What follows belongs to an exercise in optimizing a design on an open flow for small area; a production flow would make more cautious choices. No activity file was given, so power comes from the tool's default toggle rates.

the reference run:
Design ohlc_bar_aggregator_top, start of the top module:
module ohlc_bar_aggregator_top (
  input  wire logic                  clk_i,
  input  wire logic                  rst_ni,
  input  wire logic                  trade_valid_i,
  output logic                       trade_ready_o,
  input  wire logic [TIME_W-1:0]     trade_time_i,
  input  wire logic [PRICE_W-1:0]    trade_price_i,
  input  wire logic                  trade_end_of_batch_i,
  output logic                       bar_valid_o,
  input  wire logic                  bar_ready_i,
  output logic [TIME_W-1:0]          bar_time_o,
  output logic [PRICE_W-1:0]         bar_open_o,
  output logic [PRICE_W-1:0]         bar_high_o,
  output logic [PRICE_W-1:0]         bar_low_o,
  output logic [PRICE_W-1:0]         bar_close_o,
  output logic [1:0]                 bar_kind_o,
  output logic                       bar_gaps_dropped_o,
  output logic                       bar_last_result_o,
  input  wire logic                  psel,
  input  wire logic                  penable,
  input  wire logic                  pwrite,
  input  wire logic [APB_ADDR_W-1:0] paddr,
  input  wire logic [APB_DATA_W-1:0] pwdata,
  output logic [APB_DATA_W-1:0]      prdata,
  output logic                       pready
);
For scale: about 280 flip-flops, roughly 350 I/O pins, roughly 14000 um2 of cells after synthesis.
==> flow/config.mk <==
export PLATFORM = sky130hd
export DESIGN_NAME = ohlc_bar_aggregator_top
export DESIGN_NICKNAME = ohlc_bar_aggregator_top
export VERILOG_FILES = /design/flow/design.v
export SDC_FILE = /design/flow/constraint.sdc
export NUM_CORES = 4
export LEC_CHECK = 0
export ABC_AREA = 1
export CAP_MARGIN = 0
export CORE_MARGIN = 2
export CORE_UTILIZATION = 40
export CTS_BUF_LIST = sky130_fd_sc_hd__clkbuf_4
export PLACE_DENSITY = 0.6
export SLEW_MARGIN = 0
==> flow/constraint.sdc <==
create_clock -name core_clock -period 10.0 [get_ports {clk_i}]
set_input_delay 2.0000 -clock core_clock [delete_from_list [all_inputs] [get_ports {clk_i}]]
set_output_delay 2.0000 -clock core_clock [all_outputs]
set_load 0.01 [all_outputs]
standard.sh (not shown) runs the stock make flow with config.mk's settings and CLKGATE_MAP_FILE= SYNTH_SCRIPT=/design/flow/synth_recipe.tcl, a recipe that flattens the netlist after the stock synthesis.
==> flow/flow/run.sh <==
#!/bin/bash
set -euo pipefail
export BUFFER_PORTS_ARGS="-buffer_cell sky130_fd_sc_hd__buf_1"
export CTS_ARGS="-sink_clustering_enable -repair_clock_nets -dont_use_dummy_load -buf_list {sky130_fd_sc_hd__clkbuf_4 sky130_fd_sc_hd__clkbuf_8} -sink_clustering_size 12 -sink_clustering_max_diameter 100"
bash standard.sh > standard.log 2>&1
The reference run | status: complete | timing, DRC, antenna: pass
The following lists how the trial run was set up differently from the reference run:
--- a/flow/design.v
+++ b/flow/design.v
@@ -90,17 +90,17 @@
   logic [5:0]         q2;
   logic [GAP_W-1:0]   qn;
   logic [GAP_W:0]     g;
   logic               drop_c;
   logic [GAP_W-1:0]   shown;
   logic               sel_tw;
   logic               cmp;     
   logic               use_cf;
-  logic [2:0]         scf_q;   
+  logic [1:0]         scf_q;   
   logic [1:0]         wt_q;    
   logic               ok;
   logic [TIME_W-1:0]  xop;
   logic [END_W-1:0]   yop;
   wire  [END_W-1:0]   sum;
   logic               take_x;
   wire  [BW_W+2:0]    dc;      
   wire  [END_W:0]     sc;      
@@ -134,34 +134,32 @@
   for (genvar i = 0; i < BW_W + 2; i++) begin : g_d
     assign dsub[i]  = dx[i] ^ dy[i] ^ dc[i];
     assign dc[i+1]  = (dx[i] & dy[i]) | (dx[i] & dc[i]) | (dy[i] & dc[i]);
   end
   wire [END_W-1:0] sx = {1'b0, xop};
   wire [END_W-1:0] sy = yop;
   assign sc[0] = 1'b0;
   for (genvar i = 0; i < END_W; i++) begin : g_s
-    wire c = (i == 11) ? (scf_q[0] & use_cf) :
-             (i == 17) ? (scf_q[1] & use_cf) :
-             (i == 25) ? (scf_q[2] & use_cf) : sc[i];
+    wire c = (i == 11) ? (scf_q[0] & use_cf) : ((i == 22) ? (scf_q[1] & use_cf) : sc[i]);
     assign sum[i]   = sx[i] ^ sy[i] ^ c;
     assign sc[i+1]  = (sx[i] & sy[i]) | (sx[i] & c) | (sy[i] & c);
   end
   assign beyond = sc[END_W];
   assign hc[0] = 1'b0;
   assign lc[0] = 1'b0;
   for (genvar i = 0; i < PRICE_W; i++) begin : g_c
     assign hc[i+1] = (p_q[i] & ~h_q[i]) | (p_q[i] & hc[i]) | (~h_q[i] & hc[i]);
     assign lc[i+1] = (l_q[i] & ~p_q[i]) | (l_q[i] & lc[i]) | (~p_q[i] & lc[i]);
   end
   assign p_gt_h = hc[PRICE_W];
   assign p_lt_l = lc[PRICE_W];
-  assign ok = (wt_q == 2'd3);
+  assign ok = (wt_q == 2'd2);
   always_ff @(posedge clk_i) begin
-    scf_q <= {sc[25], sc[17], sc[11]};
+    scf_q <= {sc[22], sc[11]};
     if ((st_d != st_q) || ((st_q == S_IDLE) && !trade_valid_i)) wt_q <= 2'd0;
     else if (!ok) wt_q <= wt_q + 2'd1;
     nbit_q <= sum[~cnt_q];
   end
   always_ff @(posedge clk_i or negedge rst_ni) begin
     if (!rst_ni) begin
       cnt_q <= '0;
     end else begin
Findings:
The flow for the trial run finished, though final verification flagged setup timing.
Comparing the trial run and the reference run, the higher required time of the critical path is on the trial run.
Compared with the reference run, the trial run ends up with a smaller final cell area.
The trial run vs the reference run, net count of the finished layout went up by 21.
Est. power | the trial run vs the reference run | the trial run higher
[compare] base=the reference run new=the trial run: total met3 wirelength after detailed routing dropped about 11%; worst setup slack dropped 720 ps; clock network power share dropped 0.4 points; gate count after technology mapping climbed 39.
When the trial run is measured against the reference run, its met3 demand-to-capacity share in global routing turns out 1.0 points lower.
Compared the reference run against the trial run; adder-cell share of the synthesized area within noise.
Flop count, the reference run -> the trial run: decreased
Between the trial run and the reference run, the critical path depth is higher for the trial run.
No run of this note included a check of the RTL's function; only the layout flow was run.

==> static timing again, ports no longer ideal <==
No port has a modelled driver above. Below, the same layouts with a new extraction and two added sets of constraints. Step 1 sets driving cells, clkbuf_16 on the clock port and buf_2 on the other inputs (assumed; they add their load-dependent delay and slew). Step 2 moves the port delays by t, midway between the first and last clock arrival at a register: inputs arrive t later, outputs are due t later. That takes back most of the time a late clock gives input paths. a / b / c = no drivers / after step 1 / after step 2; a / b = the first two.
run | shift t [ns] | setup WS [ns] | hold WS [ns]
the reference run | 0.616 | 0.438 / 0.438 / 0.438 | 0.471 / 0.471 / 0.471
the trial run | 0.618 | -0.280 / -0.280 / -0.280 | 0.469 / 0.469 / 0.469
